This is an optimization exercise on Yosys and OpenROAD, whose aim is small area, a short achievable clock period and few clock cycles, not a production implementation. At most, simulation tests tie the RTL to the original design; equivalence was not proved. The RTL of run 6 was laid out without a check of its function. Power is estimated from default activity; no workload was simulated.

--- design/flow/design.v ---
package sw_pkg;
    localparam int SCORE_OFS = 95;
    function automatic logic [7:0] carries7(input logic [6:0] g, input logic [6:0] p,
                                            input logic cin);
        logic c;
        c = cin;
        for (int i = 0; i < 7; i++) begin
            carries7[i] = c;
            c = g[i] | (p[i] & c);
        end
        carries7[7] = c;
    endfunction
    function automatic logic ge7(input logic [6:0] a, input logic [6:0] b);
        logic [7:0] c;
        c = carries7(a & ~b, a | ~b, 1'b1);
        ge7 = c[7];
    endfunction
    function automatic logic [7:0] add7(input logic [6:0] a, input logic [6:0] k);
        logic [7:0] c;
        c = carries7(a & k, a | k, 1'b0);
        add7 = {c[7], a ^ k ^ c[6:0]};
    endfunction
    function automatic logic [6:0] satdec7(input logic [6:0] a);
        logic [7:0] s;
        s = add7(a, 7'h7f);
        satdec7 = s[7] ? s[6:0] : 7'd0;
    endfunction
endpackage
`timescale 1ns/100ps
module sw_pe
#(
    parameter int P_ROW = 1              
) (
    input  logic       i_clk,
    input  logic       i_load,
    input  logic       i_en_a,           
    input  logic       i_en_b,           
    input  logic [1:0] i_row_base,       
    input  logic [1:0] i_next_base,      
    input  logic [1:0] i_col,            
    input  logic       i_top_lo,         
    input  logic [6:0] i_top_open,       
    input  logic [6:0] i_top_f,          
    input  logic [6:0] i_d,              
    output logic [1:0] o_row_base,       
    output logic       o_lo,             
    output logic [6:0] o_open,           
    output logic [6:0] o_f,              
    output logic [6:0] o_h,              
    output logic [6:0] o_d               
);
    localparam logic [6:0] LEFT_INIT = 7'(sw_pkg::SCORE_OFS - 12 - P_ROW);
    logic [1:0] row_base_q;
    logic [6:0] h_q;
    logic [6:0] e_q;
    logic [6:0] f_q;
    logic [6:0] d_q;
    logic [7:0] open;
    logic [6:0] e_ext;
    logic [6:0] f_ext;
    logic [6:0] e_new;
    logic [6:0] f_new;
    logic       d_ge_e;
    logic       d_ge_f;
    logic       e_ge_f;
    logic [6:0] h_new;
    logic       match;
    logic [7:0] d_hi;
    logic [7:0] d_lo;
    logic [6:0] d_new;
    always_comb begin
        open   = sw_pkg::add7(h_q, 7'(-13));
        e_ext  = sw_pkg::satdec7(e_q);
        e_new  = (open[7] && sw_pkg::ge7(open[6:0], e_q)) ? open[6:0] : e_ext;
        f_ext  = sw_pkg::satdec7(i_top_f);
        f_new  = (!i_top_lo && sw_pkg::ge7(i_top_open, i_top_f)) ? i_top_open : f_ext;
        d_ge_e = sw_pkg::ge7(i_d, e_q);
        d_ge_f = sw_pkg::ge7(i_d, f_q);
        e_ge_f = sw_pkg::ge7(e_q, f_q);
        if (d_ge_e && d_ge_f) begin
            h_new = i_d;
        end else if (e_ge_f) begin
            h_new = e_q;
        end else begin
            h_new = f_q;
        end
        match  = i_next_base == i_col;
        d_hi   = sw_pkg::add7(h_q, 7'd2);
        d_lo   = sw_pkg::add7(h_q, 7'(-3));
        d_new  = match ? d_hi[6:0] : (d_lo[7] ? d_lo[6:0] : 7'd0);
    end
    always_ff @(posedge i_clk) begin
        if (i_load) begin
            row_base_q <= i_row_base;
            h_q        <= LEFT_INIT;
            e_q        <= 7'd0;
        end else if (i_en_a) begin
            e_q <= e_new;
            f_q <= f_new;
        end else if (i_en_b) begin
            h_q <= h_new;
            d_q <= d_new;
        end
    end
    assign o_row_base = row_base_q;
    assign o_lo       = !open[7];
    assign o_open     = open[6:0];
    assign o_f        = f_q;
    assign o_h        = h_q;
    assign o_d        = d_q;
endmodule
`timescale 1ns/100ps
module sw_pe_array
#(
    parameter int P_NUM_PE = 16
) (
    input  logic                    i_clk,
    input  logic                    i_load,
    input  logic                    i_step_a,     
    input  logic                    i_step_b,     
    input  logic [2*P_NUM_PE-1:0]   i_query,
    input  logic [1:0]              i_feed,
    input  logic                    i_feed_valid,
    output logic [7*P_NUM_PE-1:0]   o_step_v,
    output logic [P_NUM_PE-1:0]     o_step_ok     
);
    logic [2*P_NUM_PE-1:0] pe_base;
    logic [P_NUM_PE-1:0]   pe_lo;
    logic [7*P_NUM_PE-1:0] pe_open;
    logic [7*P_NUM_PE-1:0] pe_f;
    logic [7*P_NUM_PE-1:0] pe_h;
    logic [7*P_NUM_PE-1:0] pe_d;
    logic [2*P_NUM_PE-1:0] col_q;
    logic [P_NUM_PE-1:0]   valid_q;
    logic [6:0] h0_q;
    logic       first_q;
    logic [6:0] top_h;
    logic [7:0] top_open;
    logic [7:0] d0_hi;
    logic [7:0] d0_lo;
    logic [6:0] d0;
    logic [6:0] d0_q;
    always_comb begin
        if (first_q) begin
            top_h = 7'(sw_pkg::SCORE_OFS - 13);
        end else begin
            top_h = sw_pkg::satdec7(h0_q);
        end
        top_open = sw_pkg::add7(top_h, 7'(-13));
        d0_hi    = sw_pkg::add7(h0_q, 7'd2);
        d0_lo    = sw_pkg::add7(h0_q, 7'(-3));
        d0       = (pe_base[1:0] == i_feed) ? d0_hi[6:0] : (d0_lo[7] ? d0_lo[6:0] : 7'd0);
    end
    always_ff @(posedge i_clk) begin
        if (i_load) begin
            h0_q    <= 7'(sw_pkg::SCORE_OFS);
            first_q <= 1'b1;
        end else if (i_step_b && i_feed_valid) begin
            h0_q    <= top_h;
            first_q <= 1'b0;
        end
    end
    always_ff @(posedge i_clk) begin
        d0_q <= d0;
    end
    assign o_step_ok = valid_q;
    for (genvar g = 0; g < P_NUM_PE; g++) begin : g_pe
        logic       in_lo;
        logic [6:0] in_open;
        logic [6:0] in_f;
        logic [6:0] in_d;
        logic [1:0] in_col;
        logic       in_valid;
        logic [1:0] next_base;
        if (g == 0) begin : g_first
            assign in_lo    = !top_open[7];
            assign in_open  = top_open[6:0];
            assign in_f     = 7'd0;
            assign in_d     = d0_q;
            assign in_col   = i_feed;
            assign in_valid = i_feed_valid;
        end else begin : g_chain
            assign in_lo    = pe_lo[g-1];
            assign in_open  = pe_open[7*(g-1) +: 7];
            assign in_f     = pe_f[7*(g-1) +: 7];
            assign in_d     = pe_d[7*(g-1) +: 7];
            assign in_col   = col_q[2*(g-1) +: 2];
            assign in_valid = valid_q[g-1];
        end
        if (g == P_NUM_PE - 1) begin : g_last
            assign next_base = 2'b00;
        end else begin : g_next
            assign next_base = pe_base[2*(g+1) +: 2];
        end
        sw_pe #(
            .P_ROW (g + 1)
        ) u_sw_pe (
            .i_clk       (i_clk),
            .i_load      (i_load),
            .i_en_a      (i_step_a && in_valid),
            .i_en_b      (i_step_b && in_valid),
            .i_row_base  (i_query[2*g +: 2]),
            .i_next_base (next_base),
            .i_col       (in_col),
            .i_top_lo    (in_lo),
            .i_top_open  (in_open),
            .i_top_f     (in_f),
            .i_d         (in_d),
            .o_row_base  (pe_base[2*g +: 2]),
            .o_lo        (pe_lo[g]),
            .o_open      (pe_open[7*g +: 7]),
            .o_f         (pe_f[7*g +: 7]),
            .o_h         (pe_h[7*g +: 7]),
            .o_d         (pe_d[7*g +: 7])
        );
        always_ff @(posedge i_clk) begin
            if (i_load) begin
                valid_q[g] <= 1'b0;
            end else if (i_step_b) begin
                valid_q[g] <= in_valid;
            end
            if (i_step_b) begin
                col_q[2*g +: 2] <= in_col;
            end
        end
        assign o_step_v[7*g +: 7] = pe_h[7*g +: 7];
    end
endmodule
`timescale 1ns/100ps
module sw_max_tree
#(
    parameter int P_NUM_PE = 16,
    parameter int P_SPLIT  = 2
) (
    input  logic                   i_clk,
    input  logic [7*P_NUM_PE-1:0]  i_scores,
    input  logic [P_NUM_PE-1:0]    i_ok,
    output logic [6:0]             o_max,
    output logic [3:0]             o_row
);
    localparam int WIDTH = 16;
    localparam int NMID  = WIDTH >> P_SPLIT;
    logic [6:0] node_v [1:2*WIDTH-1];
    logic [3:0] node_r [1:2*WIDTH-1];
    logic       node_k [1:2*WIDTH-1];
    for (genvar k = 0; k < WIDTH; k++) begin : g_leaf
        assign node_v[WIDTH+k] = i_scores[7*k +: 7];
        assign node_r[WIDTH+k] = 4'(k);
        assign node_k[WIDTH+k] = i_ok[k];
    end
    for (genvar n = 1; n < WIDTH; n++) begin : g_node
        logic       pick_hi;
        logic [6:0] v;
        logic [3:0] r;
        logic       k;
        assign pick_hi = node_k[2*n+1] && (!node_k[2*n] || sw_pkg::ge7(node_v[2*n+1], node_v[2*n]));
        assign v       = pick_hi ? node_v[2*n+1] : node_v[2*n];
        assign r       = pick_hi ? node_r[2*n+1] : node_r[2*n];
        assign k       = node_k[2*n+1] || node_k[2*n];
        if (n == 1 || (n >= NMID && n < 2 * NMID)) begin : g_reg
            logic [6:0] v_q;
            logic [3:0] r_q;
            logic       k_q;
            always_ff @(posedge i_clk) begin
                v_q <= v;
                r_q <= r;
                k_q <= k;
            end
            assign node_v[n] = v_q;
            assign node_r[n] = r_q;
            assign node_k[n] = k_q;
        end else begin : g_comb
            assign node_v[n] = v;
            assign node_r[n] = r;
            assign node_k[n] = k;
        end
    end
    assign o_max = node_v[1];
    assign o_row = node_r[1];
endmodule
`timescale 1ns/100ps
module sw_best_tracker
#(
    parameter int P_XDROP = 40
) (
    input  logic        i_clk,
    input  logic        i_clear,
    input  logic        i_eval,
    input  logic [6:0]  i_step_max,      
    input  logic [3:0]  i_step_row,      
    output logic [13:0] o_score,         
    output logic [3:0]  o_row,
    output logic [6:0]  o_col,
    output logic [6:0]  o_steps,         
    output logic        o_stop,
    output logic        o_stop_now       
);
    logic [6:0] best_u;      
    logic [5:0] best_x;      
    logic [2:0] sign_q;      
    logic [3:0] row_q;
    logic [6:0] col_q;
    logic [6:0] steps_q;
    logic       stop_q;
    logic [7:0] max_xd;
    logic [6:0] next;
    logic       accept;
    logic       drop;
    assign accept = sw_pkg::ge7(i_step_max, best_u);
    assign max_xd = sw_pkg::add7(i_step_max, 7'(P_XDROP));
    assign drop   = !(max_xd[7] || sw_pkg::ge7(max_xd[6:0], best_u));
    assign next   = steps_q + 7'd1;
    assign o_stop_now = i_eval && !stop_q && drop;
    always_ff @(posedge i_clk) begin
        if (i_clear) begin
            best_u  <= 7'(sw_pkg::SCORE_OFS - 4);
            steps_q <= 7'd0;
            stop_q  <= 1'b0;
        end else if (i_eval && !stop_q) begin
            steps_q <= next;
            if (accept) begin
                best_u  <= i_step_max;
                {sign_q[0], best_x} <= i_step_max - 7'(sw_pkg::SCORE_OFS);
                sign_q[1] <= !sw_pkg::ge7(i_step_max, 7'(sw_pkg::SCORE_OFS));
                sign_q[2] <= i_step_max < 7'(sw_pkg::SCORE_OFS);
                row_q   <= i_step_row;
                col_q   <= next - 7'(i_step_row);
            end
            if (drop) begin
                stop_q <= 1'b1;
            end
        end
    end
    assign o_score = {sign_q[2], sign_q[2], sign_q[2], sign_q[1], sign_q[1], sign_q[1],
                      sign_q[0], sign_q[0], best_x};
    assign o_row   = row_q;
    assign o_col   = col_q;
    assign o_steps = steps_q;
    assign o_stop  = stop_q;
endmodule
`timescale 1ns/100ps
module sw_ctrl
#(
    parameter int P_NUM_PE = 16
) (
    input  logic       i_clk,
    input  logic       i_rst,
    input  logic       i_job_req,
    output logic       o_job_ack,
    input  logic       i_sym_req,
    input  logic [1:0] i_sym_base,
    input  logic       i_sym_last,
    output logic       o_sym_ack,
    output logic       o_res_req,
    input  logic       i_res_ack,
    input  logic       i_stop,           
    input  logic       i_stop_now,       
    output logic       o_load,
    output logic       o_step_a,         
    output logic       o_step_b,         
    output logic       o_eval,           
    output logic [1:0] o_feed,
    output logic       o_feed_valid
);
    localparam logic [1:0] ST_IDLE  = 2'd0;
    localparam logic [1:0] ST_RUN   = 2'd1;
    localparam logic [1:0] ST_FLUSH = 2'd2;
    localparam logic [1:0] ST_RES   = 2'd3;
    logic [1:0] state;
    logic [3:0] flush_cnt;
    logic       a_last;          
    logic       b_last;
    logic       ev1;
    logic       ev1_last;
    logic       ev2;
    logic       ev2_last;
    logic       ev3_last;
    logic       job_take;
    logic       sym_take;
    logic       done;
    assign job_take = i_job_req && !o_job_ack &&
                      (state == ST_IDLE || (state == ST_RES && !o_res_req && !i_res_ack));
    assign sym_take = (state == ST_RUN) && i_sym_req && !o_sym_ack;
    assign done     = (state == ST_FLUSH) && (i_stop || i_stop_now || (o_eval && ev3_last));
    always_ff @(posedge i_clk or posedge i_rst) begin
        if (i_rst) begin
            state        <= ST_IDLE;
            o_job_ack    <= 1'b0;
            o_sym_ack    <= 1'b0;
            o_res_req    <= 1'b0;
            o_load       <= 1'b0;
            o_step_a     <= 1'b0;
            o_step_b     <= 1'b0;
            o_feed_valid <= 1'b0;
            a_last       <= 1'b0;
            b_last       <= 1'b0;
            ev1          <= 1'b0;
            ev1_last     <= 1'b0;
            ev2          <= 1'b0;
            ev2_last     <= 1'b0;
            o_eval       <= 1'b0;
            ev3_last     <= 1'b0;
            flush_cnt    <= '0;
        end else begin
            o_load   <= job_take;
            o_step_a <= 1'b0;
            a_last   <= 1'b0;
            o_step_b <= o_step_a;
            b_last   <= a_last;
            ev1      <= o_step_b && !o_load;
            ev1_last <= b_last;
            ev2      <= ev1 && !o_load;
            ev2_last <= ev1_last;
            o_eval   <= ev2 && !o_load;
            ev3_last <= ev2_last;
            if (job_take) begin
                o_job_ack <= 1'b1;
            end else if (o_job_ack && !i_job_req) begin
                o_job_ack <= 1'b0;
            end
            if (sym_take) begin
                o_sym_ack <= 1'b1;
            end else if (o_sym_ack && !i_sym_req) begin
                o_sym_ack <= 1'b0;
            end
            case (state)
                ST_IDLE: begin
                    if (job_take) begin
                        state <= ST_RUN;
                    end
                end
                ST_RUN: begin
                    if (sym_take) begin
                        o_step_a     <= 1'b1;
                        o_feed_valid <= 1'b1;
                        if (i_sym_last) begin
                            flush_cnt <= 4'(P_NUM_PE - 1);
                            state     <= ST_FLUSH;
                        end
                    end
                end
                ST_FLUSH: begin
                    if (done) begin
                        o_res_req <= 1'b1;
                        state     <= ST_RES;
                    end else if (!o_step_a && flush_cnt != 4'd0 && !i_stop) begin
                        o_step_a  <= 1'b1;
                        a_last    <= flush_cnt == 4'd1;
                        flush_cnt <= flush_cnt - 4'd1;
                    end
                    if (o_step_b) begin
                        o_feed_valid <= 1'b0;
                    end
                end
                default: begin   
                    if (o_res_req && i_res_ack) begin
                        o_res_req <= 1'b0;
                    end else if (job_take) begin
                        state <= ST_RUN;
                    end
                end
            endcase
        end
    end
    always_ff @(posedge i_clk) begin
        if (sym_take) begin
            o_feed <= i_sym_base;
        end
    end
endmodule
`timescale 1ns/100ps
module sw_align_top
#(
    parameter int P_NUM_PE = 16,
    parameter int P_XDROP  = 40
) (
    input  logic                  i_clk,
    input  logic                  i_rst,
    input  logic                  i_job_req,
    input  logic [2*P_NUM_PE-1:0] i_query,
    output logic                  o_job_ack,
    input  logic                  i_sym_req,
    input  logic [1:0]            i_sym_base,
    input  logic                  i_sym_last,
    output logic                  o_sym_ack,
    output logic                  o_res_req,
    input  logic                  i_res_ack,
    output logic [13:0]           o_score,
    output logic [3:0]            o_row,
    output logic [6:0]            o_col,
    output logic [6:0]            o_end_step,
    output logic                  o_xdrop_hit
);
    logic                  load;
    logic                  step_a;
    logic                  step_b;
    logic                  eval;
    logic [1:0]            feed;
    logic                  feed_valid;
    logic                  stop;
    logic                  stop_now;
    logic [7*P_NUM_PE-1:0] step_v;
    logic [P_NUM_PE-1:0]   step_ok;
    logic [6:0]            step_max;
    logic [3:0]            step_row;
    sw_ctrl #(
        .P_NUM_PE (P_NUM_PE)
    ) u_sw_ctrl (
        .i_clk        (i_clk),
        .i_rst        (i_rst),
        .i_job_req    (i_job_req),
        .o_job_ack    (o_job_ack),
        .i_sym_req    (i_sym_req),
        .i_sym_base   (i_sym_base),
        .i_sym_last   (i_sym_last),
        .o_sym_ack    (o_sym_ack),
        .o_res_req    (o_res_req),
        .i_res_ack    (i_res_ack),
        .i_stop       (stop),
        .i_stop_now   (stop_now),
        .o_load       (load),
        .o_step_a     (step_a),
        .o_step_b     (step_b),
        .o_eval       (eval),
        .o_feed       (feed),
        .o_feed_valid (feed_valid)
    );
    sw_pe_array #(
        .P_NUM_PE (P_NUM_PE)
    ) u_sw_pe_array (
        .i_clk        (i_clk),
        .i_load       (load),
        .i_step_a     (step_a),
        .i_step_b     (step_b),
        .i_query      (i_query),
        .i_feed       (feed),
        .i_feed_valid (feed_valid),
        .o_step_v     (step_v),
        .o_step_ok    (step_ok)
    );
    sw_max_tree #(
        .P_NUM_PE (P_NUM_PE)
    ) u_sw_max_tree (
        .i_clk    (i_clk),
        .i_scores (step_v),
        .i_ok     (step_ok),
        .o_max    (step_max),
        .o_row    (step_row)
    );
    sw_best_tracker #(
        .P_XDROP (P_XDROP)
    ) u_sw_best_tracker (
        .i_clk      (i_clk),
        .i_clear    (load),
        .i_eval     (eval),
        .i_step_max (step_max),
        .i_step_row (step_row),
        .o_score    (o_score),
        .o_row      (o_row),
        .o_col      (o_col),
        .o_steps    (o_end_step),
        .o_stop     (o_xdrop_hit),
        .o_stop_now (stop_now)
    );
    assign stop = o_xdrop_hit;
endmodule
`timescale 1ns/100ps
module sw_aligner (
    input  logic        clk,
    input  logic        rst,
    input  logic        job_req,
    input  logic [31:0] query,
    output logic        job_ack,
    input  logic        sym_req,
    input  logic [1:0]  sym_base,
    input  logic        sym_last,
    output logic        sym_ack,
    output logic        res_req,
    output logic [13:0] res_score,
    output logic [5:0]  res_row,
    output logic [10:0] res_col,
    output logic [10:0] res_end_step,
    output logic        res_xdrop_hit,
    input  logic        res_ack
);
    logic [13:0] score;
    logic [3:0] row;
    logic [6:0] col;
    logic [6:0] end_step;
    sw_align_top #(
        .P_NUM_PE (16),
        .P_XDROP  (40)
    ) u_sw_align_top (
        .i_clk       (clk),
        .i_rst       (rst),
        .i_job_req   (job_req),
        .i_query     (query),
        .o_job_ack   (job_ack),
        .i_sym_req   (sym_req),
        .i_sym_base  (sym_base),
        .i_sym_last  (sym_last),
        .o_sym_ack   (sym_ack),
        .o_res_req   (res_req),
        .i_res_ack   (res_ack),
        .o_score     (score),
        .o_row       (row),
        .o_col       (col),
        .o_end_step  (end_step),
        .o_xdrop_hit (res_xdrop_hit)
    );
    assign res_score    = score;
    assign res_row      = {2'b00, row};
    assign res_col      = {4'b0000, col};
    assign res_end_step = {4'b0000, end_step};
endmodule
--- design/flow/flow/run.sh ---
#!/bin/bash
# The standard layout (the standard.sh: ORFS with the standard synthesis)
# with two changes to how the layout is made:
#  - ports get a plain buffer (buf_2) instead of the slow delay cell that
#    buffer_ports picks by default; every port still gets its own buffer
#  - timing repair aims for more slack than the clock period needs, so the
#    repair steps work on the design's worst paths
# Each tool's output goes to ORFS's own logs under orfs/logs; make's output
# goes to flow_make.log here.
set -euo pipefail
export BUFFER_PORTS_ARGS="-buffer_cell sky130_fd_sc_hd__buf_2"
export SETUP_SLACK_MARGIN="${SETUP_SLACK_MARGIN_OVERRIDE:-9.4}"
bash standard.sh > flow_make.log 2>&1
--- design/flow/standard.sh ---
#!/bin/bash
# synth_recipe.tcl (not shown) runs the flow's synth.tcl, then flattens the netlist and writes it again
# the make line also repeats each setting of config.mk as NAME=value (left out here)
make -C /OpenROAD-flow-scripts/flow DESIGN_CONFIG=/design/flow/config.mk WORK_HOME=/design/flow/orfs CLKGATE_MAP_FILE= SYNTH_SCRIPT=/design/flow/synth_recipe.tcl "${@:-finish}"
--- design/flow/config.mk ---
export PLATFORM = sky130hd
export DESIGN_NAME = sw_aligner
export DESIGN_NICKNAME = sw_aligner
export VERILOG_FILES = /design/flow/design.v
export SDC_FILE = /design/flow/constraint.sdc
export NUM_CORES = 4
export LEC_CHECK = 0
export ABC_AREA = 1
export CAP_MARGIN = 20
export CORE_MARGIN = 2
export CORE_UTILIZATION = 60
export CTS_BUF_LIST = sky130_fd_sc_hd__clkbuf_16
export CTS_CLUSTER_DIAMETER = 80
export CTS_CLUSTER_SIZE = 25
export SLEW_MARGIN = 20
export TNS_END_PERCENT = 5
--- design/flow/constraint.sdc ---
create_clock -name core_clock -period 13.0 [get_ports {clk}]
set_input_delay 2.6000 -clock core_clock [delete_from_list [all_inputs] [get_ports {clk}]]
set_output_delay 2.6000 -clock core_clock [all_outputs]
set_load 0.01 [all_outputs]
==> run notes, run 1 <==
run status=complete, no violations; flops & latches, synth=641; initial antenna violation count=4; CTS max path bufs=3; fmax=around 260 MHz; Async SR Flop Fraction=0.0328; Placed Area=approximately 44000 um^2; ANT nets after route=0; number of port buffers=75; RePlAce Congestion=0.962; clock root buffer=clkbuf_16; Avg Vias per Cell=between 5 and 6; post-layout util=0.638; kind of critical path=reg -> out; dominant cells by area after synthesis=edfxtp_1, dfxtp_1, ha_1; clock share of power=0.239; synth warn=23; nets=slightly above 6000; Finished Cell Area=between 40000 and 50000 um^2; crit path cell chain=buf_2; # hold bufs at CTS=0; main flop type after synthesis=dfxtp_1; clock sinks=641; area grow syn2layout=5.61%; CP max FO=1; family with the most delay on the worst path=flip-flops; Worst path slowest cell=edfxtp_1; final setup fails=0; first-pass GRT wire length=187000 um; pwr/cell area=approximately 130 nW/um^2; Initial Util=0.604; Synth Instances=5720; RSZ-0062 raised after global routing=true; pin count of the biggest net entering global routing=140; clock period minus worst slack=between 3000 and 4000 ps; Core Rows=98; share of the synthesized area in the top cell type=0.208; Worst Clk Skew=around 28 ps; minimum hold slack=338 ps; Worst Hold Class=reg -> reg; Final Hold Viols=0; GRT Total Usage=0.307; TritonCTS buffer count=40; Worst-path clk slew=100 ps; EDFF count, synth=between 200 and 300; drt wl/cell=about 17 um; most common cell in the netlist=nand2_1; Die Ht=272 um; cell taking the most area after synthesis=edfxtp_1; Syn Area/Cell=7.54 um^2; Buf/Inv on CP=1; I/O pin cnt=86; combinational power share=0.321; CP startpoint kind=register; Mapped Area=43100 um^2; GR Overflow Total=0; critical path depth=1; Hold Crit Depth=0; static leakage=roughly 20 nW; final setup TNS=0 ps; r2r setup slk=between 9000 and 10000 ps; fin crit share=0.297; Post-DP HPWL=~90000 um; Slew HR=0.290; worst skew pair latency=610 ps; Critical Path AT=1260 ps; DR pass1 iterations=5; sequential share of the synthesized area=0.370; CP required=10400 ps; die width=272 um; largest stage delay on the critical path=~470 ps; most frequent cells after synthesis=nand2_1, inv_1, o21ai_0; number of DRC markers in iteration 0=around 3300; Worst Tran Pin Value=about 1100 ps; layout cells sized above 1=0.0435; Max VDD drop=approximately 0.15 mV; CTS tree=yes; core footprint=71400 um^2; CP Capture Type=output port; sw frac=0.386; DRT Wirelength=roughly 120000 um; full die area=~74000 um^2; Reg power frac=0.440; H-tree depth=2; Internal=about 3.7 mW; final max-slew violation count=0; detailed-route via count=roughly 40000; Synth cell types=54; # DRC=0; Sw Pwr=2.32 mW; number of max-cap violations=0; R2R cell count=17; vias in the first global route=between 30000 and 40000
[power groups by stage]
stage | Combinational (mW) | Clock [mW] | Sequential [mW]
4_1_cts | 1.91 | 1.47 | 2.64
5_1_grt | 2.20 | 1.53 | 2.67
6_report | 1.93 | 1.44 | 2.65
3_5_place_dp | 1.90 | 0 | 2.69
2_1_floorplan | 1.42 | 0 | 2.59
3_3_place_gp | 1.85 | 0 | 2.68
[state kept, by name (all words and copies together), names as in the netlist, 2 cells and up]
| register | flops |
|---|---|
| u_sw_align_top.u_sw_pe_array.col_q | 28 |
| u_sw_align_top.u_sw_max_tree.g_node.g_reg.k_q | 4 |
| u_sw_align_top.u_sw_pe_array.g_pe.u_sw_pe.e_q | 112 |
| u_sw_align_top.u_sw_pe_array.d0_q | 7 |
| u_sw_align_top.u_sw_best_tracker.sign_q | 3 |
| u_sw_align_top.u_sw_ctrl.state | 2 |
| u_sw_align_top.u_sw_ctrl.o_feed | 2 |
| u_sw_align_top.u_sw_pe_array.g_pe.u_sw_pe.h_q | 112 |
| u_sw_align_top.u_sw_max_tree.g_node.g_reg.v_q | 35 |
| u_sw_align_top.u_sw_best_tracker.col_q | 7 |
| u_sw_align_top.u_sw_best_tracker.best_u | 7 |
| u_sw_align_top.u_sw_pe_array.h0_q | 7 |
| u_sw_align_top.u_sw_best_tracker.best_x | 6 |
| u_sw_align_top.u_sw_max_tree.g_node.g_reg.r_q | 12 |
| u_sw_align_top.u_sw_pe_array.g_pe.u_sw_pe.f_q | 112 |
| u_sw_align_top.u_sw_pe_array.g_pe.u_sw_pe.d_q | 105 |
| u_sw_align_top.u_sw_ctrl.flush_cnt | 4 |
| u_sw_align_top.u_sw_best_tracker.row_q | 4 |
| u_sw_align_top.u_sw_best_tracker.steps_q | 7 |
| u_sw_align_top.u_sw_pe_array.g_pe.u_sw_pe.row_base_q | 32 |
| u_sw_align_top.u_sw_pe_array.valid_q | 16 |
[kinds of logic after synthesis]
kind of cell | Yosys count | synth area share
fa+ha+maj | 376 | 0.109
flops | 641 | 0.370
mux | 3 | 0.000755
compound gates | 1583 | 0.213
other cells | 1 | 0.0000870
simple gates | 2064 | 0.207
xor+xnor | 45 | 0.00914
buf+inv | 1007 | 0.0912
[stage by stage]
step / worst slack [ps] / power (mW) / cells
finish: 9140 / 6.01 / 6701
CTS: 9100 / 6.02 / 6699
global route: 9110 / 6.41 / 6701
global placement: 9140 / 4.54 / 6627
floorplan: 9490 / 4.01 / 5729
detailed placement: 9100 / 4.58 / 6627
[path summary, 6_finish.rpt]
path,startpoint,end
setup reg to reg,register,register
min in group asynchronous,rst,u_sw_align_top.u_sw_ctrl.o_job_ack
setup / recovery,u_sw_align_top.u_sw_best_tracker.best_x[0],res_score[0]
max in group asynchronous,rst,u_sw_align_top.u_sw_ctrl.o_load
hold reg to reg,u_sw_align_top.u_sw_ctrl.b_last,u_sw_align_top.u_sw_ctrl.ev1_last
hold / removal,u_sw_align_top.u_sw_ctrl.b_last,u_sw_align_top.u_sw_ctrl.ev1_last
[final cells by class]
type | count | area [um^2]
antenna | 1 | 2.50
clock buffer | 41 | 1030
clock inverter | 31 | 352
fill | 6561 | 25800
inverter | 873 | 3280
multi-input combinational | 4081 | 23300
sequential | 641 | 15900
tap | 950 | 1190
timing repair buffer | 83 | 454
[routing by layer]
metal | GRT usage | part of all wire | vias up
met3 | 0.0294 | 0.058 | 174
met1 | 0.435 | 0.46 | 18300
met5 | 0 | 0.00023 | -
met2 | 0.504 | 0.46 | 1257
met4 | 0.0837 | 0.024 | 4
li1 | - | - | 19700
[timing repair]
action	CTS	global route
setup endpoints to repair	36	48
gates resized for setup	0	3
buffers inserted	0	1
cloned	0	0
[cell usage in the layout, fill, tap and decap left out, types with 33 or more instances in the layout]
master | netlist | layout
nand2_1 | 1224 | 1224
o221ai_1 | 110 | 110
dfxtp_1 | 321 | 320
nor2_1 | 261 | 260
nand3b_1 | 120 | 120
buf_2 | 18 | 74
xnor2_1 | 33 | 33
a21oi_1 | 364 | 364
ha_1 | 375 | 375
o21ai_0 | 676 | 676
inv_1 | 850 | 851
o211ai_1 | 136 | 136
clkbuf_16 | 0 | 41
o22ai_1 | 175 | 175
edfxtp_1 | 299 | 299
nand3_1 | 370 | 370
Testbench counts, summed over its fixed seeds: cycles 39,646.
==> run 2: changes to the inputs <==
--- a/design/flow/flow/run.sh
+++ b/design/flow/flow/run.sh
@@ -9,5 +9,5 @@
 # goes to flow_make.log here.
 set -euo pipefail
 export BUFFER_PORTS_ARGS="-buffer_cell sky130_fd_sc_hd__buf_2"
-export SETUP_SLACK_MARGIN="${SETUP_SLACK_MARGIN_OVERRIDE:-9.4}"
+export SETUP_SLACK_MARGIN="${SETUP_SLACK_MARGIN_OVERRIDE:-9.2}"
 bash standard.sh > flow_make.log 2>&1
--- a/design/flow/config.mk
+++ b/design/flow/config.mk
@@ -10,7 +10,7 @@
 export CORE_MARGIN = 2
 export CORE_UTILIZATION = 60
 export CTS_BUF_LIST = sky130_fd_sc_hd__clkbuf_16
-export CTS_CLUSTER_DIAMETER = 80
-export CTS_CLUSTER_SIZE = 25
+export CTS_CLUSTER_DIAMETER = 100
+export CTS_CLUSTER_SIZE = 30
 export SLEW_MARGIN = 20
 export TNS_END_PERCENT = 5
==> run notes, run 2 <==
Async SR Flop Fraction=0.0328 (unchanged); dominant cells by area after synthesis=edfxtp_1, dfxtp_1, ha_1 (unchanged); most frequent cells after synthesis=nand2_1, inv_1, o21ai_0 (unchanged); # DRC=0 (unchanged); minimum hold slack=351 ps (was 338 ps); final setup fails=0 (unchanged); flops & latches, synth=641 (unchanged); Post-DP HPWL=88300 um (was 87500 um); synth warn=23 (unchanged); GRT Total Usage=0.309 (was 0.307); largest stage delay on the critical path=430 ps (was 470 ps); Worst-path clk slew=120 ps (was 100 ps); detailed-route via count=39300 (was 39400); EDFF count, synth=299 (unchanged); GR Overflow Total=0 (unchanged); GR peak layer=met2 (unchanged); I/O pin cnt=86 (unchanged); first-pass GRT wire length=188000 um (was 187000 um); Worst Tran Pin Value=1060 ps (about the same); die width=272 um (unchanged); area grow syn2layout=5.12% (was 5.61%); nets=6131 (was 6136); sequential share of the synthesized area=0.370 (unchanged); Avg Vias per Cell=5.87 (was 5.89); CP max FO=3 (was 1); CP startpoint kind=register (unchanged); RSZ-0062 raised after global routing=true (unchanged); worst skew pair latency=610 ps (about the same); pwr/cell area=130 nW/um^2 (was 132 nW/um^2); final setup TNS=0 ps (unchanged); RePlAce Congestion=0.947 (was 0.962); full die area=74000 um^2 (unchanged); Syn Area/Cell=7.54 um^2 (unchanged); CP required=10400 ps (about the same); clock sinks=641 (unchanged); Worst path slowest cell=dfrtp_1 (was edfxtp_1); family with the most delay on the worst path=flip-flops (unchanged); Core Rows=98 (unchanged); largest registers=u_sw_align_top.u_sw_pe_array.g_pe.u_sw_pe.e_q: 112 flops, u_sw_align_top.u_sw_pe_array.g_pe.u_sw_pe.f_q: 112 flops, u_sw_align_top.u_sw_pe_array.g_pe.u_sw_pe.h_q: 112 flops (unchanged); vias in the first global route=36000 (was 35600); main flop type after synthesis=dfxtp_1 (unchanged); core footprint=71400 um^2 (unchanged); cell taking the most area after synthesis=edfxtp_1 (unchanged); crit path cell chain=buf_2 (unchanged); static leakage=20.2 nW (was 20.3 nW); CTS max path bufs=3 (unchanged); Buf/Inv on CP=1 (unchanged); Initial Util=0.604 (unchanged); Critical Path AT=1190 ps (was 1260 ps); clock root buffer=clkbuf_16 (unchanged); met3 GRT Util=0.0286 (was 0.0294); antenna diode count=0 (was 1); number of port buffers=75 (unchanged); initial antenna violation count=0 (was 4); Worst Clk Skew=29.8 ps (was 28.2 ps); number of max-cap violations=0 (unchanged); M2 GR Usage=0.513 (was 0.504); share of the synthesized area in the top cell type=0.208 (unchanged); DR pass1 iterations=17 (was 5); run status=complete, no violations (unchanged); routing usage on met1=0.428 (was 0.435); Die Ht=272 um (unchanged); final max-slew violation count=0 (unchanged); kind of critical path=reg -> out (unchanged); most frequent cells in the layout=nand2_1, inv_1, o21ai_0 (unchanged); Worst Hold Class=reg -> reg (unchanged); CP Capture Type=output port (unchanged); most common cell in the netlist=nand2_1 (unchanged); TritonCTS buffer count=35 (was 40); fin crit share=0.291 (was 0.297); most common cell after layout, fill and taps aside=nand2_1 (unchanged); drt wl/cell=17.4 um (was 17.3 um); fmax=264 MHz (was 259 MHz); H-tree depth=2 (unchanged); Final Hold Viols=0 (unchanged); CTS tree=yes (unchanged); ANT nets after route=0 (unchanged); DRT Wirelength=116000 um (about the same); # hold bufs at CTS=0 (unchanged); Slew HR=0.291 (was 0.290); number of DRC markers in iteration 0=3585 (was 3337); Mapped Area=43100 um^2 (unchanged); Max VDD drop=0.127 mV (was 0.149 mV); Synth cell types=54 (unchanged); clock period minus worst slack=3790 ps (was 3860 ps); layout cells sized above 1=0.0416 (was 0.0435); Synth Instances=5720 (unchanged); pin count of the biggest net entering global routing=157 (was 140)
-- run 2: cell counts after synthesis --
No cell type changed its count.
-- run 2: per-layer routing --
metal	up-vias	wire length [um]
met5	-	0
met4	0	3570
met3	209	6770
met2	1275	53300
met1	18100	52600
li1	19700	-
-- run 2: area by class of cell --
type	instances	area [um^2]
clock buffers	38	951
clock inverters	25	225
fillers	6588	26100
inverters	873	3280
multi-input cells	4081	23300
flip-flops and latches	641	15900
well taps	950	1190
repair buffers	83	448
-- run 2: metrics by stage --
step                      instances  setup WS, ps  cell area, um^2   util  total power [mW]
after detailed placement       6627          9060            44100  0.618              4.59
after global placement         6627          9040            44100  0.618              4.55
final                          6691          9210            45300  0.635              5.87
after CTS                      6690          9180            45300  0.635              5.89
after floorplan                5729          9360            43100      -              4.01
after global routing           6691          9170            45300  0.635              6.28
-- run 2: repair_timing --
item,4_1_cts,5_1_grt
setup buffers,0,1
gates resized for setup,2,1
endpoints found under the setup margin,6,10
-- run 2: cells by family (layout without fill, tap and decap cells) --
group / count (synthesis) / after routing / share of synthesized area
AOI/OAI and AO/OA: 1583 / 1583 / 0.213
xor gates and xnor gates: 45 / 45 / 0.00914
adders and majority gates: 376 / 376 / 0.109
buffers and inverters: 1007 / 1019 / 0.0912
DFF: 641 / 641 / 0.370
muxes: 3 / 3 / 0.000755
other: 1 / 10 / 0.0000870
and+or+nand+nor: 2064 / 2064 / 0.207
-- run 2: power by group --
part | total, mW | leakage [nW] | switching (mW) | internal, mW
logic | 1.93 | 14.0 | 1.27 | 0.651
clock network | 1.30 | 0.594 | 0.735 | 0.562
registers | 2.65 | 5.57 | 0.264 | 2.39
total | 5.87 | 20.2 | 2.27 | 3.60
-- run 2: path summary, 6_finish.rpt --
check | from | to | slack [ps] | depth (start not counted)
setup / recovery | u_sw_align_top.u_sw_ctrl.o_res_req | res_req | 9210 | 1
hold / removal | u_sw_align_top.u_sw_ctrl.ev2_last | u_sw_align_top.u_sw_ctrl.ev3_last | 350 | 0
setup reg to reg | register | register | 9640 | 17
hold reg to reg | u_sw_align_top.u_sw_ctrl.ev2_last | u_sw_align_top.u_sw_ctrl.ev3_last | 350 | 0
max in group asynchronous | rst | u_sw_align_top.u_sw_ctrl.o_load | 10300 | 2
min in group asynchronous | rst | u_sw_align_top.u_sw_ctrl.ev1_last | 2120 | 2
==> run 3: changes to the inputs <==
--- a/design/flow/config.mk
+++ b/design/flow/config.mk
@@ -8,9 +8,10 @@
 export ABC_AREA = 1
 export CAP_MARGIN = 20
 export CORE_MARGIN = 2
-export CORE_UTILIZATION = 60
+export CORE_UTILIZATION = 70
 export CTS_BUF_LIST = sky130_fd_sc_hd__clkbuf_16
 export CTS_CLUSTER_DIAMETER = 100
 export CTS_CLUSTER_SIZE = 30
+export PLACE_DENSITY = 0.75
 export SLEW_MARGIN = 20
 export TNS_END_PERCENT = 5
==> run notes, run 3 <==
Worst Clk Skew=36.0 ps (was 29.8 ps); main flop type after synthesis=dfxtp_1 (unchanged); CP Capture Type=output port (unchanged); pwr/cell area=131 nW/um^2 (was 130 nW/um^2); Slew HR=0.269 (was 0.291); post-route setup slack=9230 ps (was 9210 ps); detailed-route via count=40300 (was 39300); flops & latches, synth=641 (unchanged); I/O pin cnt=86 (unchanged); post-layout util=0.745 (was 0.635); final setup fails=0 (unchanged); cell taking the most area after synthesis=edfxtp_1 (unchanged); R2R cell count=17 (unchanged); Finished Cell Area=45100 um^2 (was 45300 um^2); clock root buffer=clkbuf_16 (unchanged); kind of critical path=reg -> out (unchanged); GRT Total Usage=0.351 (was 0.309); crit path cell chain=buf_2 (unchanged); DRT Wirelength=115000 um (was 116000 um); DR pass1 iterations=6 (was 17); Mapped Area=43100 um^2 (unchanged); Max VDD drop=0.171 mV (was 0.127 mV); RePlAce Congestion=0.998 (was 0.947); H-tree depth=2 (unchanged); fmax=265 MHz (was 264 MHz); worst skew pair latency=600 ps (was 610 ps); number of DRC markers in iteration 0=3868 (was 3585); CP required=10400 ps (about the same); most frequent cells after synthesis=nand2_1, inv_1, o21ai_0 (unchanged); Worst Tran Pin Value=1090 ps (was 1060 ps); synth warn=23 (unchanged); largest stage delay on the critical path=420 ps (was 430 ps); Critical Path AT=1170 ps (was 1190 ps); Worst Setup EP=res_req (unchanged); Die Ht=252 um (was 272 um); sequential share of the synthesized area=0.370 (unchanged); full die area=63600 um^2 (was 74000 um^2); Post-Place Cells=6460 (was 6627); final max-slew violation count=0 (unchanged); layout cells sized above 1=0.0416 (unchanged); GR Overflow Total=0 (unchanged); post-CTS setup buffer count=0 (unchanged); Crit. Startpoint=u_sw_align_top.u_sw_ctrl.o_res_req (unchanged); Final Hold Viols=0 (unchanged); most frequent cells in the layout=nand2_1, inv_1, o21ai_0 (unchanged); area grow syn2layout=4.68% (was 5.12%); Avg Vias per Cell=6.18 (was 5.87); CTS tree=yes (unchanged); clock sinks=641 (unchanged); CTS max path bufs=3 (unchanged); TritonCTS buffer count=35 (unchanged); ANT nets after route=0 (unchanged); Synth Instances=5720 (unchanged); die width=252 um (was 272 um); pre-CTS setup slack=9080 ps (was 9060 ps); static leakage=20.2 nW (about the same); Worst path slowest cell=dfrtp_1 (unchanged); # DRC=0 (unchanged); Async SR Flop Fraction=0.0328 (unchanged); antenna diode count=0 (unchanged); RSZ-0062 raised after global routing=true (unchanged); run status=complete, no violations (unchanged); first-pass GRT wire length=183000 um (was 188000 um); largest registers=u_sw_align_top.u_sw_pe_array.g_pe.u_sw_pe.e_q: 112 flops, u_sw_align_top.u_sw_pe_array.g_pe.u_sw_pe.f_q: 112 flops, u_sw_align_top.u_sw_pe_array.g_pe.u_sw_pe.h_q: 112 flops (unchanged); number of port buffers=75 (unchanged); most common cell after layout, fill and taps aside=nand2_1 (unchanged); Synth cell types=54 (unchanged); final setup TNS=0 ps (unchanged); initial antenna violation count=2 (was 0); number of max-cap violations=0 (unchanged); pin count of the biggest net entering global routing=72 (was 157); dominant cells by area after synthesis=edfxtp_1, dfxtp_1, ha_1 (unchanged); fin crit share=0.290 (was 0.291); CP startpoint kind=register (unchanged); r2r setup slk=9580 ps (was 9640 ps); nets=6131 (unchanged); EDFF count, synth=299 (unchanged); Initial Util=0.711 (was 0.604); Worst Hold Class=reg -> reg (unchanged); Post-DP HPWL=86000 um (was 88300 um); Buf/Inv on CP=1 (unchanged); vias in the first global route=36600 (was 36000); Core Rows=90 (was 98); # hold bufs at CTS=0 (unchanged); Placed Area=43900 um^2 (was 44100 um^2); most common cell in the netlist=nand2_1 (unchanged); Syn Area/Cell=7.54 um^2 (unchanged); critical path depth=1 (unchanged); clock period minus worst slack=3770 ps (was 3790 ps); drt wl/cell=17.6 um (was 17.4 um); Worst-path clk slew=110 ps (was 120 ps); CP max FO=4 (was 3); family with the most delay on the worst path=flip-flops (unchanged); Layout Cells excl Fill=6523 (was 6691); core footprint=60600 um^2 (was 71400 um^2); share of the synthesized area in the top cell type=0.208 (unchanged)
-- run 3: cell families (layout without fill, tap and decap cells) --
kind of cell / Yosys count / in the layout / synth area share
and+or+nand+nor: 2064 / 2064 / 0.207
buffers and inverters: 1007 / 1019 / 0.0912
muxes: 3 / 3 / 0.000755
AOI/OAI and AO/OA: 1583 / 1583 / 0.213
adders and majority gates: 376 / 376 / 0.109
DFF: 641 / 641 / 0.370
xor gates and xnor gates: 45 / 45 / 0.00914
other: 1 / 10 / 0.0000870
-- run 3: worst min-delay path by stage --
stage	start	end	slack, ps	depth (start not counted)
floorplan	u_sw_align_top.u_sw_ctrl.a_last	u_sw_align_top.u_sw_ctrl.b_last	330	0
global placement	u_sw_align_top.u_sw_ctrl.a_last	u_sw_align_top.u_sw_ctrl.b_last	340	0
detailed placement	u_sw_align_top.u_sw_ctrl.ev1_last	u_sw_align_top.u_sw_ctrl.ev2_last	340	0
CTS	u_sw_align_top.u_sw_ctrl.ev2_last	u_sw_align_top.u_sw_ctrl.ev3_last	370	0
global route	u_sw_align_top.u_sw_ctrl.b_last	u_sw_align_top.u_sw_ctrl.ev1_last	380	0
finish	u_sw_align_top.u_sw_ctrl.ev2_last	u_sw_align_top.u_sw_ctrl.ev3_last	370	0
-- run 3: through the flow --
step | total power [mW] | hold WS (ps)
detailed placement | 4.59 | 336
global placement | 4.51 | 339
finish | 5.91 | 370
global route | 6.26 | 379
CTS | 5.89 | 373
floorplan | 4.01 | 331
-- run 3: what timing repair did --
action,4_1_cts,5_1_grt
setup endpoints to repair,2,4
hold endpoints to repair,0,0
gates resized for setup,1,1
cloned,0,0
-- run 3: layer usage --
metal  GRT usage  up-vias  part of all wire
met3      0.0408      350             0.077
li1            -    19700                 -
met5           0        -           0.00024
met2       0.584     1757              0.46
met1       0.459    18500              0.42
met4       0.161        4             0.046
-- run 3: final cells by class --
cell class / count / area [um^2]
multi-input combinational: 4081 / 23300
sequential: 641 / 15900
fill: 4858 / 15500
inverter: 873 / 3280
tap: 782 / 978
clock buffer: 37 / 926
timing repair buffer: 83 / 435
clock inverter: 26 / 284
-- run 3: where the power goes --
group	switching [mW]	leakage (nW)	internal (mW)	total (mW)
logic	1.30	14.0	0.652	1.95
clock network	0.751	0.604	0.562	1.31
registers	0.262	5.57	2.39	2.65
total	2.31	20.2	3.60	5.91
==> run 4: changes to the inputs <==
--- a/design/flow/flow/run.sh
+++ b/design/flow/flow/run.sh
@@ -9,5 +9,5 @@
 # goes to flow_make.log here.
 set -euo pipefail
 export BUFFER_PORTS_ARGS="-buffer_cell sky130_fd_sc_hd__buf_2"
-export SETUP_SLACK_MARGIN="${SETUP_SLACK_MARGIN_OVERRIDE:-9.2}"
+export SETUP_SLACK_MARGIN="${SETUP_SLACK_MARGIN_OVERRIDE:-9.25}"
 bash standard.sh > flow_make.log 2>&1
--- a/design/flow/config.mk
+++ b/design/flow/config.mk
@@ -10,8 +10,8 @@
 export CORE_MARGIN = 2
 export CORE_UTILIZATION = 70
 export CTS_BUF_LIST = sky130_fd_sc_hd__clkbuf_16
-export CTS_CLUSTER_DIAMETER = 100
-export CTS_CLUSTER_SIZE = 30
+export CTS_CLUSTER_DIAMETER = 80
+export CTS_CLUSTER_SIZE = 25
 export PLACE_DENSITY = 0.75
 export SLEW_MARGIN = 20
 export TNS_END_PERCENT = 5
==> run notes, run 4 <==
full die area=63600 um^2 (unchanged); Avg Vias per Cell=6.19 (was 6.18); Critical Path AT=1180 ps (was 1170 ps); Buf/Inv on CP=1 (unchanged); Mapped Area=43100 um^2 (unchanged); detailed-route via count=40400 (was 40300); Synth cell types=54 (unchanged); Async SR Flop Fraction=0.0328 (unchanged); number of port buffers=75 (unchanged); cell taking the most area after synthesis=edfxtp_1 (unchanged); # DRC=0 (unchanged); GR Overflow Total=0 (unchanged); R2R cell count=17 (unchanged); CP startpoint kind=register (unchanged); ANT nets after route=0 (unchanged); final max-slew violation count=0 (unchanged); sequential share of the synthesized area=0.370 (unchanged); static leakage=20.2 nW (about the same); final setup TNS=0 ps (unchanged); fin crit share=0.291 (was 0.290); Worst-path clk slew=90 ps (was 110 ps); Worst path slowest cell=dfxtp_1 (was dfrtp_1); post-layout util=0.746 (was 0.745); CTS tree=yes (unchanged); Placed Area=43900 um^2 (unchanged); Post-DP HPWL=86000 um (unchanged); antenna diode count=0 (unchanged); EDFF count, synth=299 (unchanged); RSZ-0062 raised after global routing=true (unchanged); Post-Place Cells=6460 (unchanged); min-delay src=u_sw_align_top.u_sw_ctrl.b_last (was u_sw_align_top.u_sw_ctrl.ev2_last); # hold bufs at CTS=0 (unchanged); clock sinks=641 (unchanged); post-CTS setup buffer count=0 (unchanged); critical path depth=1 (unchanged); fmax=265 MHz (about the same); most frequent cells in the layout=nand2_1, inv_1, o21ai_0 (unchanged); DRT Wirelength=115000 um (about the same); minimum hold slack=365 ps (was 370 ps); area grow syn2layout=4.84% (was 4.68%); I/O pin cnt=86 (unchanged); RePlAce Congestion=0.998 (unchanged); post_cts resized=2 (was 1); pre-CTS setup slack=9080 ps (unchanged); hold path endpoint=u_sw_align_top.u_sw_ctrl.ev1_last (was u_sw_align_top.u_sw_ctrl.ev3_last); nets=6134 (was 6131); Die Ht=252 um (unchanged); Final Hold Viols=0 (unchanged); largest registers=u_sw_align_top.u_sw_pe_array.g_pe.u_sw_pe.e_q: 112 flops, u_sw_align_top.u_sw_pe_array.g_pe.u_sw_pe.f_q: 112 flops, u_sw_align_top.u_sw_pe_array.g_pe.u_sw_pe.h_q: 112 flops (unchanged); pin count of the biggest net entering global routing=72 (unchanged); DR pass1 iterations=6 (unchanged); most common cell in the netlist=nand2_1 (unchanged); main flop type after synthesis=dfxtp_1 (unchanged); r2r setup slk=9610 ps (was 9580 ps); initial antenna violation count=2 (unchanged); die width=252 um (unchanged); drt wl/cell=17.5 um (was 17.6 um); Worst Tran Pin Value=1080 ps (was 1090 ps); total power=5.96 mW (was 5.91 mW); pwr/cell area=132 nW/um^2 (was 131 nW/um^2); Worst Hold Class=reg -> reg (unchanged); clock root buffer=clkbuf_16 (unchanged); dominant cells by area after synthesis=edfxtp_1, dfxtp_1, ha_1 (unchanged); flops & latches, synth=641 (unchanged); Slew HR=0.273 (was 0.269); GRT Total Usage=0.351 (about the same); Syn Area/Cell=7.54 um^2 (unchanged); post-route setup slack=9220 ps (was 9230 ps); final setup fails=0 (unchanged); Finished Cell Area=45200 um^2 (was 45100 um^2); layout cells sized above 1=0.0430 (was 0.0416); share of the synthesized area in the top cell type=0.208 (unchanged); most frequent cells after synthesis=nand2_1, inv_1, o21ai_0 (unchanged); H-tree depth=2 (unchanged); Initial Util=0.711 (unchanged); family with the most delay on the worst path=flip-flops (unchanged); most common cell after layout, fill and taps aside=nand2_1 (unchanged); Core Rows=90 (unchanged); Synth Instances=5720 (unchanged); number of max-cap violations=0 (unchanged); Layout Cells excl Fill=6530 (was 6523); CP Capture Type=output port (unchanged); CP required=10400 ps (about the same); crit path cell chain=buf_2 (unchanged); synth warn=23 (unchanged); CP max FO=4 (unchanged); largest stage delay on the critical path=420 ps (about the same); CTS max path bufs=3 (unchanged); core footprint=60600 um^2 (unchanged); kind of critical path=reg -> out (unchanged); TritonCTS buffer count=38 (was 35); vias in the first global route=36600 (about the same); worst skew pair latency=610 ps (was 600 ps); number of DRC markers in iteration 0=3798 (was 3868); Hold Crit Depth=0 (unchanged); Worst Clk Skew=21.9 ps (was 36.0 ps); first-pass GRT wire length=183000 um (about the same); run status=complete, no violations (unchanged); Max VDD drop=0.152 mV (was 0.171 mV); clock period minus worst slack=3780 ps (was 3770 ps)
run 4: cell counts after synthesis:
No cell type changed its count.
run 4: worst reg2reg max path: cells and delay by family, from the launching register on:
kind / cells / cell delay [ps]
buf+inv: 5 / 450
compound gates: 4 / 750
flops: 1 / 590
simple gates: 2 / 330
fa+ha+maj: 6 / 1220
run 4: how the worst max path moves through the flow:
stage                                                 from                           endpoint
4_1_cts        u_sw_align_top.u_sw_best_tracker.steps_q[3]                    res_end_step[3]
3_5_place_dp                                       sym_req  u_sw_align_top.u_sw_ctrl.state[1]
6_report           u_sw_align_top.u_sw_best_tracker.stop_q                      res_xdrop_hit
5_1_grt            u_sw_align_top.u_sw_best_tracker.stop_q                      res_xdrop_hit
2_1_floorplan                                      sym_req  u_sw_align_top.u_sw_ctrl.state[0]
3_3_place_gp                                       sym_req  u_sw_align_top.u_sw_ctrl.state[0]
run 4: where the power goes:
group	total, mW	switching (mW)	leakage [nW]	internal (mW)
registers	2.65	0.262	5.57	2.39
clock network	1.36	0.752	0.635	0.605
logic	1.95	1.30	14.0	0.653
run 4: area by class of cell:
cell class	count	area, um^2
Multi-Input combinational cell	4081	23300
Clock inverter	29	253
Sequential cell	641	15900
Timing Repair Buffer	83	435
Tap cell	782	978
Inverter	873	3280
Clock buffer	41	1030
Fill cell	4833	15400
run 4: kinds of logic (layout without fill, tap and decap cells):
logic type	Yosys count	count (layout)	synth area share
AOI/OAI and AO/OA	1583	1583	0.213
buffers and inverters	1007	1026	0.0912
DFF	641	641	0.370
and+or+nand+nor	2064	2064	0.207
other	1	10	0.0000870
adders and majority gates	376	376	0.109
muxes	3	3	0.000755
xor gates and xnor gates	45	45	0.00914
run 4: layer usage:
layer / global-route usage / routed length (um) / vias up
met2: 0.590 / 53000 / 1767
met5: 0 / 34 / -
met3: 0.0399 / 9100 / 328
met4: 0.154 / 4910 / 4
li1: - / - / 19700
met1: 0.460 / 47600 / 18600
==> run 5: changes to the inputs <==
--- a/design/flow/config.mk
+++ b/design/flow/config.mk
@@ -8,10 +8,10 @@
 export ABC_AREA = 1
 export CAP_MARGIN = 20
 export CORE_MARGIN = 2
-export CORE_UTILIZATION = 70
+export CORE_UTILIZATION = 75
 export CTS_BUF_LIST = sky130_fd_sc_hd__clkbuf_16
-export CTS_CLUSTER_DIAMETER = 80
-export CTS_CLUSTER_SIZE = 25
-export PLACE_DENSITY = 0.75
+export CTS_CLUSTER_DIAMETER = 100
+export CTS_CLUSTER_SIZE = 30
+export PLACE_DENSITY = 0.8
 export SLEW_MARGIN = 20
 export TNS_END_PERCENT = 5
==> run notes, run 5 <==
# DRC=0 (unchanged); DR pass1 iterations=6 (unchanged); sequential share of the synthesized area=0.370 (unchanged); Initial Util=0.761 (was 0.711); hold path endpoint=u_sw_align_top.u_sw_ctrl.ev3_last (was u_sw_align_top.u_sw_ctrl.ev1_last); worst skew pair latency=670 ps (was 610 ps); Critical Path AT=1230 ps (was 1180 ps); GRT Total Usage=0.384 (was 0.351); detailed-route via count=41000 (was 40400); number of DRC markers in iteration 0=4192 (was 3798); run status=complete, no violations (unchanged); Worst Hold Class=reg -> reg (unchanged); RSZ-0062 raised after global routing=true (unchanged); fmax=261 MHz (was 265 MHz); RePlAce Congestion=1.01 (was 0.998); final max-slew violation count=0 (unchanged); EDFF count, synth=299 (unchanged); cell taking the most area after synthesis=edfxtp_1 (unchanged); clock period minus worst slack=3830 ps (was 3780 ps); largest stage delay on the critical path=430 ps (was 420 ps); core footprint=56600 um^2 (was 60600 um^2); final setup TNS=0 ps (unchanged); most frequent cells after synthesis=nand2_1, inv_1, o21ai_0 (unchanged); H-tree depth=1 (was 2); ANT nets after route=0 (unchanged); initial antenna violation count=2 (unchanged); CP startpoint kind=register (unchanged); CTS max path bufs=3 (unchanged); Avg Vias per Cell=6.31 (was 6.19); family with the most delay on the worst path=flip-flops (unchanged); area grow syn2layout=4.30% (was 4.84%); dominant cells by area after synthesis=edfxtp_1, dfxtp_1, ha_1 (unchanged); number of port buffers=75 (unchanged); I/O pin cnt=86 (unchanged); Max VDD drop=0.199 mV (was 0.152 mV); Synth Area in Adders=0.109 (unchanged); Core Rows=87 (was 90); Seq. cell area=15900 um^2 (about the same); most common cell in the netlist=nand2_1 (unchanged); Synth cell types=54 (unchanged); first-pass GRT wire length=189000 um (was 183000 um); min-delay src=u_sw_align_top.u_sw_ctrl.ev2_last (was u_sw_align_top.u_sw_ctrl.b_last); static leakage=20.1 nW (was 20.2 nW); Compound-Gate Fraction of Synth Area=0.213 (unchanged); Worst Clk Skew=33.4 ps (was 21.9 ps); vias in the first global route=37900 (was 36600); DRT Wirelength=117000 um (was 115000 um); synth warn=23 (unchanged); layout cells sized above 1=0.0406 (was 0.0430); CP required=10400 ps (about the same); Mapped Area=43100 um^2 (unchanged); Die Ht=244 um (was 252 um); clock sinks=641 (unchanged); full die area=59400 um^2 (was 63600 um^2); Post-DP HPWL=88000 um (was 86000 um); most frequent cells in the layout=nand2_1, inv_1, o21ai_0 (unchanged); filler cell count in the final layout=4114 (was 4833); Synth Area in Simple Gates=0.207 (unchanged); r2r setup slk=9520 ps (was 9610 ps); fin crit share=0.295 (was 0.291); final setup fails=0 (unchanged); Worst path slowest cell=dfrtp_1 (was dfxtp_1); most common cell after layout, fill and taps aside=nand2_1 (unchanged); clock root buffer=clkbuf_16 (unchanged); Placed Area=43900 um^2 (about the same); crit path cell chain=buf_6 (was buf_2); pin count of the biggest net entering global routing=135 (was 72); number of max-cap violations=0 (unchanged); R2R cell count=14 (was 17); TritonCTS buffer count=31 (was 38); post-layout util=0.794 (was 0.746); Hold Crit Depth=0 (unchanged); kind of critical path=reg -> out (unchanged); nets=6128 (was 6134); main combinational cell family by area after synthesis=compound AO/OA/AOI/OAI gates (unchanged); Worst Tran Pin Value=1180 ps (was 1080 ps); Syn Area/Cell=7.54 um^2 (unchanged); multiplexer area fraction after synthesis=0.000755 (unchanged); flops & latches, synth=641 (unchanged); Synth Instances=5720 (unchanged); Async SR Flop Fraction=0.0328 (unchanged); CP max FO=2 (was 4); # hold bufs at CTS=0 (unchanged); main flop type after synthesis=dfxtp_1 (unchanged); Worst-path clk slew=110 ps (was 90 ps); CTS tree=yes (unchanged); Buf/Inv on CP=1 (unchanged); GR Overflow Total=0 (unchanged); share of the synthesized area in the top cell type=0.208 (unchanged); area of the multi-input gates=23300 um^2 (unchanged); Finished Cell Area=45000 um^2 (was 45200 um^2); minimum hold slack=360 ps (was 365 ps); drt wl/cell=18.0 um (was 17.5 um); CP Capture Type=output port (unchanged); largest registers=u_sw_align_top.u_sw_pe_array.g_pe.u_sw_pe.e_q: 112 flops, u_sw_align_top.u_sw_pe_array.g_pe.u_sw_pe.f_q: 112 flops, u_sw_align_top.u_sw_pe_array.g_pe.u_sw_pe.h_q: 112 flops (unchanged); Slew HR=0.209 (was 0.273); Final Hold Viols=0 (unchanged); Synth Area in XOR/XNOR=0.00914 (unchanged); die width=244 um (was 252 um); pwr/cell area=130 nW/um^2 (was 132 nW/um^2)
## run 5: routing by layer
metal  GRT usage  share of wire  routed length (um)  up-vias
li1            -              -                   -    19700
met1       0.493           0.39               46200    18700
met2       0.647           0.47               54800     2193
met3      0.0497          0.089               10500      402
met4       0.174          0.048                5650        2
met5           0       0.000060                   7        -
## run 5: per-stage QoR
stage               power (mW)  cells  setup WS, ps
floorplan                 4.01   5729          9360
global placement          4.52   6433          9070
detailed placement        4.62   6433          8900
CTS                       5.81   6492          9150
global route              6.20   6493          9140
finish                    5.86   6494          9170
## run 5: cell type report
cell class | instances | area share
Sequential cell | 641 | 0.355
Clock inverter | 27 | 0.00612
Antenna cell | 1 | 0.0000557
Tap cell | 756 | 0.0210
Clock buffer | 31 | 0.0173
Timing Repair Buffer | 84 | 0.0103
Multi-Input combinational cell | 4081 | 0.518
Inverter | 873 | 0.0729
## run 5: how the worst max path moves through the flow
| stage | startpoint | endpoint | cells past startpoint |
|---|---|---|---|
| 3_3_place_gp | sym_req | u_sw_align_top.u_sw_ctrl.state[0] | 8 |
| 4_1_cts | u_sw_align_top.u_sw_ctrl.o_res_req | res_req | 1 |
| 3_5_place_dp | sym_req | u_sw_align_top.u_sw_ctrl.flush_cnt[0] | 9 |
| 5_1_grt | u_sw_align_top.u_sw_ctrl.o_res_req | res_req | 1 |
| 2_1_floorplan | sym_req | u_sw_align_top.u_sw_ctrl.state[0] | 7 |
| 6_report | u_sw_align_top.u_sw_ctrl.o_res_req | res_req | 1 |
## run 5: where the power goes
group / internal, mW / switching (mW) / leakage (nW) / total, mW
Combinational: 0.661 / 1.34 / 14.0 / 2.00
Clock: 0.475 / 0.729 / 0.537 / 1.20
Sequential: 2.39 / 0.267 / 5.57 / 2.66
## run 5: cells by family (layout without fill, tap and decap cells)
logic type,count (synthesis),in the layout
flip-flops,641,641
other,1,11
XOR/XNOR,45,45
buffers and inverters,1007,1015
AND/OR/NAND/NOR,2064,2064
AO/OA/AOI/OAI,1583,1583
multiplexers,3,3
adder cells (fa/ha/maj),376,376
## run 5: what timing repair did
item | CTS | global route
gates resized for setup | 3 | 0
buffers inserted | 1 | 1
endpoints found under the hold margin | 0 | 0
setup endpoints to repair | 35 | 36
==> run 6: changes to the inputs <==
--- a/design/flow/design.v
+++ b/design/flow/design.v
@@ -346,12 +346,15 @@
     input  logic       i_clk,
     input  logic       i_rst,
     input  logic       i_job_req,
-    output logic       o_job_ack,
+    output logic       o_job_ack,        
+    output logic       o_job_ack_port,
     input  logic       i_sym_req,
     input  logic [1:0] i_sym_base,
     input  logic       i_sym_last,
     output logic       o_sym_ack,
+    output logic       o_sym_ack_port,
     output logic       o_res_req,
+    output logic       o_res_req_port,
     input  logic       i_res_ack,
     input  logic       i_stop,           
     input  logic       i_stop_now,       
@@ -462,6 +465,17 @@
             endcase
         end
     end
+    always_ff @(posedge i_clk or posedge i_rst) begin
+        if (i_rst) begin
+            o_job_ack_port <= 1'b0;
+            o_sym_ack_port <= 1'b0;
+            o_res_req_port <= 1'b0;
+        end else begin
+            o_job_ack_port <= job_take || (o_job_ack_port && i_job_req);
+            o_sym_ack_port <= sym_take || (o_sym_ack_port && i_sym_req);
+            o_res_req_port <= done || (o_res_req_port && !i_res_ack);
+        end
+    end
     always_ff @(posedge i_clk) begin
         if (sym_take) begin
             o_feed <= i_sym_base;
@@ -509,12 +523,15 @@
         .i_clk        (i_clk),
         .i_rst        (i_rst),
         .i_job_req    (i_job_req),
-        .o_job_ack    (o_job_ack),
+        .o_job_ack    (),
+        .o_job_ack_port (o_job_ack),
         .i_sym_req    (i_sym_req),
         .i_sym_base   (i_sym_base),
         .i_sym_last   (i_sym_last),
-        .o_sym_ack    (o_sym_ack),
-        .o_res_req    (o_res_req),
+        .o_sym_ack    (),
+        .o_sym_ack_port (o_sym_ack),
+        .o_res_req    (),
+        .o_res_req_port (o_res_req),
         .i_res_ack    (i_res_ack),
         .i_stop       (stop),
         .i_stop_now   (stop_now),
--- a/design/flow/flow/run.sh
+++ b/design/flow/flow/run.sh
@@ -9,5 +9,5 @@
 # goes to flow_make.log here.
 set -euo pipefail
 export BUFFER_PORTS_ARGS="-buffer_cell sky130_fd_sc_hd__buf_2"
-export SETUP_SLACK_MARGIN="${SETUP_SLACK_MARGIN_OVERRIDE:-9.25}"
+export SETUP_SLACK_MARGIN="${SETUP_SLACK_MARGIN_OVERRIDE:-9.2}"
 bash standard.sh > flow_make.log 2>&1
--- a/design/flow/config.mk
+++ b/design/flow/config.mk
@@ -8,10 +8,10 @@
 export ABC_AREA = 1
 export CAP_MARGIN = 20
 export CORE_MARGIN = 2
-export CORE_UTILIZATION = 75
+export CORE_UTILIZATION = 70
 export CTS_BUF_LIST = sky130_fd_sc_hd__clkbuf_16
 export CTS_CLUSTER_DIAMETER = 100
 export CTS_CLUSTER_SIZE = 30
-export PLACE_DENSITY = 0.8
+export PLACE_DENSITY = 0.75
 export SLEW_MARGIN = 20
 export TNS_END_PERCENT = 5
==> run notes, run 6 <==
number of port buffers=75 (unchanged); vias in the first global route=35700 (was 37900); most common cell in the netlist=nand2_1 (unchanged); pwr/cell area=126 nW/um^2 (was 130 nW/um^2); CTS max path bufs=3 (unchanged); die width=253 um (was 244 um); final max-slew violation count=0 (unchanged); static leakage=20.2 nW (was 20.1 nW); Avg Vias per Cell=6.08 (was 6.31); most common cell after layout, fill and taps aside=nand2_1 (unchanged); Worst path slowest cell=dfrtp_1 (unchanged); Post-DP HPWL=84200 um (was 88000 um); first-pass GRT wire length=178000 um (was 189000 um); Syn Area/Cell=7.51 um^2 (was 7.54 um^2); number of DRC markers in iteration 0=3639 (was 4192); synth warn=23 (unchanged); flops & latches, synth=644 (was 641); dominant cells by area after synthesis=edfxtp_1, dfxtp_1, ha_1 (unchanged); GRT Total Usage=0.338 (was 0.384); Worst-path clk slew=110 ps (about the same); Seq. cell area=16000 um^2 (was 15900 um^2); Compound-Gate Fraction of Synth Area=0.213 (about the same); most frequent cells after synthesis=nand2_1, inv_1, o21ai_0 (unchanged); kind of critical path=reg -> out (unchanged); Mapped Area=43300 um^2 (was 43100 um^2); Die Ht=253 um (was 244 um); sequential share of the synthesized area=0.370 (about the same); Critical Path AT=1230 ps (about the same); crit path cell chain=buf_2 (was buf_6); Initial Util=0.704 (was 0.761); clock root buffer=clkbuf_16 (unchanged); H-tree depth=1 (unchanged); post-CTS setup buffer count=0 (was 1); drt wl/cell=16.8 um (was 18.0 um); minimum hold slack=359 ps (was 360 ps); TritonCTS buffer count=29 (was 31); initial antenna violation count=3 (was 2); # DRC=0 (unchanged); main flop type after synthesis=dfxtp_1 (unchanged); Placed Area=44100 um^2 (was 43900 um^2); Synth Area in XOR/XNOR=0.00951 (was 0.00914); Worst Hold Class=reg -> reg (unchanged); final setup TNS=0 ps (unchanged); share of the synthesized area in the top cell type=0.207 (was 0.208); nets=6169 (was 6128); Slew HR=0.307 (was 0.209); CP Capture Type=output port (unchanged); Layout Cells excl Fill=6567 (was 6494); I/O pin cnt=86 (unchanged); fin crit share=0.295 (about the same); # hold bufs at CTS=0 (unchanged); DRT Wirelength=111000 um (was 117000 um); ANT nets after route=0 (unchanged); run status=complete, no violations (unchanged); fmax=261 MHz (about the same); CP max FO=2 (unchanged); largest registers=u_sw_align_top.u_sw_pe_array.g_pe.u_sw_pe.e_q: 112 flops, u_sw_align_top.u_sw_pe_array.g_pe.u_sw_pe.f_q: 112 flops, u_sw_align_top.u_sw_pe_array.g_pe.u_sw_pe.h_q: 112 flops (unchanged); RSZ-0062 raised after global routing=true (unchanged); pin count of the biggest net entering global routing=74 (was 135); Synth cell types=51 (was 54); Worst Tran Pin Value=1040 ps (was 1180 ps); CP startpoint kind=register (unchanged); Max VDD drop=0.135 mV (was 0.199 mV); layout cells sized above 1=0.0365 (was 0.0406); cell taking the most area after synthesis=edfxtp_1 (unchanged); Buf/Inv on CP=1 (unchanged); clock period minus worst slack=3830 ps (about the same); EDFF count, synth=299 (unchanged); RePlAce Congestion=0.963 (was 1.01); full die area=63900 um^2 (was 59400 um^2); Async SR Flop Fraction=0.0373 (was 0.0328)
## run 6: cell types whose count changed in the layout (fill, tap and decap cells not counted), moves of 9 or more
| cell | delta |
|---|---|
| nor2_1 | +62 |
| nand3_1 | -37 |
| a21oi_1 | -19 |
| a31oi_1 | -9 |
| o21ai_1 | +20 |
| o211ai_1 | +17 |
| nand2_1 | +13 |
| inv_2 | +9 |
| o22ai_1 | +23 |
| o21ai_0 | -13 |
## run 6: report_power, final
part | internal (mW) | switching, mW | total (mW)
Sequential | 2.40 | 0.259 | 2.66
Clock | 0.435 | 0.692 | 1.13
Combinational | 0.642 | 1.23 | 1.87
## run 6: final timing paths
kind | start | end | slack [ps] | depth (start not counted)
worst min register to register | u_sw_align_top.u_sw_ctrl.ev1_last | u_sw_align_top.u_sw_ctrl.ev2_last | 360 | 0
max in group asynchronous | rst | u_sw_align_top.u_sw_ctrl.o_load | 10210 | 2
worst max register to register | register | register | 9620 | 15
min in group asynchronous | rst | u_sw_align_top.u_sw_ctrl.o_sym_ack_port | 2140 | 2
worst min-delay path | u_sw_align_top.u_sw_ctrl.ev1_last | u_sw_align_top.u_sw_ctrl.ev2_last | 360 | 0
worst max-delay path | u_sw_align_top.u_sw_ctrl.o_job_ack_port | job_ack | 9170 | 1
## run 6: final cells by class
class	count	area share
antenna	2	0.000111
clock buffer	29	0.0161
clock inverter	24	0.00467
inverter	887	0.0740
multi-input combinational	4109	0.518
sequential	644	0.356
tap	790	0.0220
timing repair buffer	82	0.00951
## run 6: cell families (layout without fill, tap and decap cells)
family,count (synthesis),in the layout
xor+xnor,47,47
mux,3,3
buf+inv,1025,1022
other cells,1,12
compound gates,1592,1592
simple gates,2081,2081
fa+ha+maj,376,376
flops,644,644
## run 6: repair_timing
item | in CTS | in global routing
resized for setup | 1 | 4
endpoints found under the setup margin | 12 | 19
pin swaps | 0 | 0
## run 6: metal layers
metal,wire (um),track usage,vias to the layer above
li1,-,-,19800
met1,48000,0.456,18400
met2,51600,0.570,1546
met3,7440,0.0323,249
met4,3650,0.111,0
met5,0,0,-

Setup slack of run 6, layout unchanged: 9.168 ns with ideal ports, 9.098 ns with driving cells assumed (clock clkbuf_16, inputs buf_2), 9.026 ns with port delays also shifted by the 0.696 ns mid clock arrival.
